Source: an optimization exercise on an open RTL-to-GDS flow (aim: a short achievable clock period and few clock cycles). Production flows keep margins and buffers that such runs may drop. Function was checked by simulation only, so behaviour that the tests miss may differ from the original. Power and IR drop assume default switching activity.

## garnet
Design core, start of the top module:
module core (
	input  logic              clk,
	input  logic              rst_n,
	output isa_pkg::word_t    imem_addr_o,
	input  isa_pkg::word_t    imem_data_i,
	output logic              wb_valid_o,
	output isa_pkg::reg_idx_t wb_rd_o,
	output isa_pkg::word_t    wb_data_o
);
==> flow/config.mk <==
export PLATFORM = sky130hd
export DESIGN_NAME = core
export DESIGN_NICKNAME = core
export VERILOG_FILES = /design/flow/design.v
export SDC_FILE = /design/flow/constraint.sdc
export NUM_CORES = 4
export LEC_CHECK = 0
export CAP_MARGIN = 20
export CORE_MARGIN = 2
export CORE_UTILIZATION = 50
export PLACE_DENSITY = 0.65
export SLEW_MARGIN = 20
export SYNTH_HIERARCHICAL = 1
export SYNTH_MINIMUM_KEEP_SIZE = 0
==> flow/constraint.sdc <==
create_clock -name core_clock -period 8.5 [get_ports {clk}]
set_input_delay 1.7000 -clock core_clock [delete_from_list [all_inputs] [get_ports {clk}]]
set_output_delay 1.7000 -clock core_clock [all_outputs]
set_load 0.01 [all_outputs]
standard.sh (not shown) runs the stock make flow with config.mk's settings and CLKGATE_MAP_FILE= SYNTH_SCRIPT=/design/flow/synth_recipe.tcl, a recipe that flattens the netlist after the stock synthesis.
==> flow/flow/run.sh <==
#!/bin/bash
# Own layout flow: the standard synthesis, unchanged, then the standard flow's
# standard layout steps with two resizer settings changed: gates may be
# swapped for stronger ones of another footprint (MATCH_CELL_FOOTPRINT=0),
# and timing repair aims for 6.5 ns of setup slack instead of 5.
# Each step's full output goes to a log here (and ORFS's own logs under orfs/).
set -euo pipefail
bash standard.sh synth > synth.log 2>&1
bash standard.sh MATCH_CELL_FOOTPRINT=0 SETUP_SLACK_MARGIN=6.5 finish > layout.log 2>&1
Testbench counts of garnet, summed over its fixed seeds: cycles 62,734.
The inputs of amber differ from those of garnet as listed below.
- CORE_UTILIZATION now 35, was 50
- PLACE_DENSITY now 0.55, was 0.65
==> run summary <==
Both conditions hold for amber: the flow ran to the end and the final layout passed the timing, DRC and antenna checks. | fill cell total of the finished layout | amber vs garnet | 19,100 higher |. Compared amber vs garnet, and core occupancy in the finished layout is down in amber. Summary of amber over garnet: design area went up, critical path depth grew by 5.

* * *

v6:
core, a different RTL version from the one above (not shown whole).
Size: ~100 I/O pins, ~170000 sq um of cells after synthesis.
==> flow/config.mk <==
export PLATFORM = sky130hd
export DESIGN_NAME = core
export DESIGN_NICKNAME = core
export VERILOG_FILES = /design/flow/design.v
export SDC_FILE = /design/flow/constraint.sdc
export NUM_CORES = 4
export LEC_CHECK = 0
export CAP_MARGIN = 20
export CORE_MARGIN = 2
export CORE_UTILIZATION = 50
export PLACE_DENSITY = 0.65
export SLEW_MARGIN = 20
export SYNTH_HIERARCHICAL = 1
export SYNTH_MINIMUM_KEEP_SIZE = 0
==> flow/constraint.sdc <==
create_clock -name core_clock -period 8.5 [get_ports {clk}]
set_input_delay 1.7000 -clock core_clock [delete_from_list [all_inputs] [get_ports {clk}]]
set_output_delay 1.7000 -clock core_clock [all_outputs]
set_load 0.01 [all_outputs]
Scripts as last shown in full above: flow/flow/run.sh
Looking at the reports, v6 completed the entire flow and the layout it produced met the timing, DRC and antenna checks.
Testbench counts of v6, summed over its fixed seeds: cycles 63,552.
For v7, these inputs were changed with respect to v6:
Settings: changing CORE_UTILIZATION from 50 to 35; changing PLACE_DENSITY from 0.65 to 0.55.
==> run summary <==
Compared with v6, v7 shows count of cells along the worst register-to-register path higher by 1. Looking at critical path capture point, the pc_o[29] result is from v6; the e_bx[29] one comes from v7. When v7 is set beside v6, its number of antenna diodes turns out to be 11 smaller. Final critical path time including I/O delays and setup: v7 lower than v6. On worst hold margin, v7 tracks v6 almost exactly. Clock-buffer cell count, v7 vs v6: down slightly. For routability-driven placement congestion ratio, v7 and v6 come out practically identical.

* * *

## old
core, a different RTL version from the one above (not shown whole).
For scale: ~13,000 cells after synthesis, roughly 170,000 um^2 of cells after synthesis.
Settings: LEC_CHECK=0, CAP_MARGIN=20, CORE_MARGIN=2, CORE_UTILIZATION=35, PLACE_DENSITY=0.55, SLEW_MARGIN=20, SYNTH_HIERARCHICAL=1, SYNTH_MINIMUM_KEEP_SIZE=0; clock period 8.5 ns.
Scripts as last shown in full above: flow/flow/run.sh
old finished every stage and its layout cleared the timing, DRC and antenna checks.
Testbench counts of old, summed over its fixed seeds: cycles 63,552.
For new, these inputs were changed with respect to old:
==> flow/run.sh (new file) <==
#!/bin/bash
# synth_recipe.tcl (not shown) runs the flow's synth.tcl, then flattens the netlist and writes it again
# the make line also repeats each setting of config.mk as NAME=value (left out here)
make -C /OpenROAD-flow-scripts/flow DESIGN_CONFIG=/design/flow/config.mk WORK_HOME=/design/flow/orfs CLKGATE_MAP_FILE= SYNTH_SCRIPT=/design/flow/synth_recipe.tcl finish
--- a/flow/config.mk
+++ b/flow/config.mk
@@ -11,2 +11,3 @@
 export PLACE_DENSITY = 0.55
+export SETUP_SLACK_MARGIN = 5
 export SLEW_MARGIN = 20
removed: flow/flow/run.sh
removed: flow/standard.sh
--- outcome ---
- The cell area reported after detailed placement of new is lower than that of old.
- Per the comparison of new with old, switching power as a share of total power neither gained nor lost much; cell leakage power went down by 5.5 nW.
- new ran to completion and came out clean on the timing, DRC and antenna checks.
- new vs old: maximum number of pins on one net before global-route repair up by more than 10%
- Looking only at maximum frequency, and setting everything else aside, the lower value of old and new goes to new.
- new vs old: non-clock buffer count down by more than a quarter
- From old to new the numbers moved as follows: portion of total power attributed to combinational logic lost 1.4 points; data required time at the worst endpoint picked up an extra 0.14 ns.

static timing again, ports no longer ideal:
How much do the figures lean on ideal ports? The routed layouts below were timed once more, with nothing changed but the port constraints. Step 1 (the two cells are an assumption about what drives the block):
set clk [get_ports {clk}]
set_driving_cell -lib_cell sky130_fd_sc_hd__clkbuf_16 $clk
set_driving_cell -lib_cell sky130_fd_sc_hd__buf_2 [delete_from_list [all_inputs] $clk]
Step 2 moves the port delays by t, midway between the first and last clock arrival at a register: inputs arrive t later, outputs are due t later. That takes back most of the time a late clock gives input paths. Slacks: ideal / step 1 / step 2; pairs: ideal / step 1.
run	t, ns	setup WS [ns]	worst setup path at the end	latest minus earliest clock arrival (ns)	worst register clock-pin slew, ns
garnet	1.078	4.984 / 4.958 / 3.880	input to register	0.128 / 0.128	0.07 / 0.07
amber	1.137	5.139 / 5.083 / 3.946	input to register	0.081 / 0.081	0.07 / 0.07
v6	1.070	5.049 / 4.939 / 3.869	input to register	0.098 / 0.098	0.08 / 0.08
v7	1.099	5.118 / 5.029 / 3.930	input to register	0.070 / 0.070	0.07 / 0.07
old	1.117	5.014 / 4.974 / 4.033	input to register	0.087 / 0.088	0.07 / 0.07
new	1.119	4.947 / 4.921 / 3.944	input to register	0.115 / 0.115	0.07 / 0.07
After both steps setup and hold are still met in every run listed. For amber, which loses most, drivers alone change the setup slack by -0.056 ns; drivers and shift together by -1.193 ns.
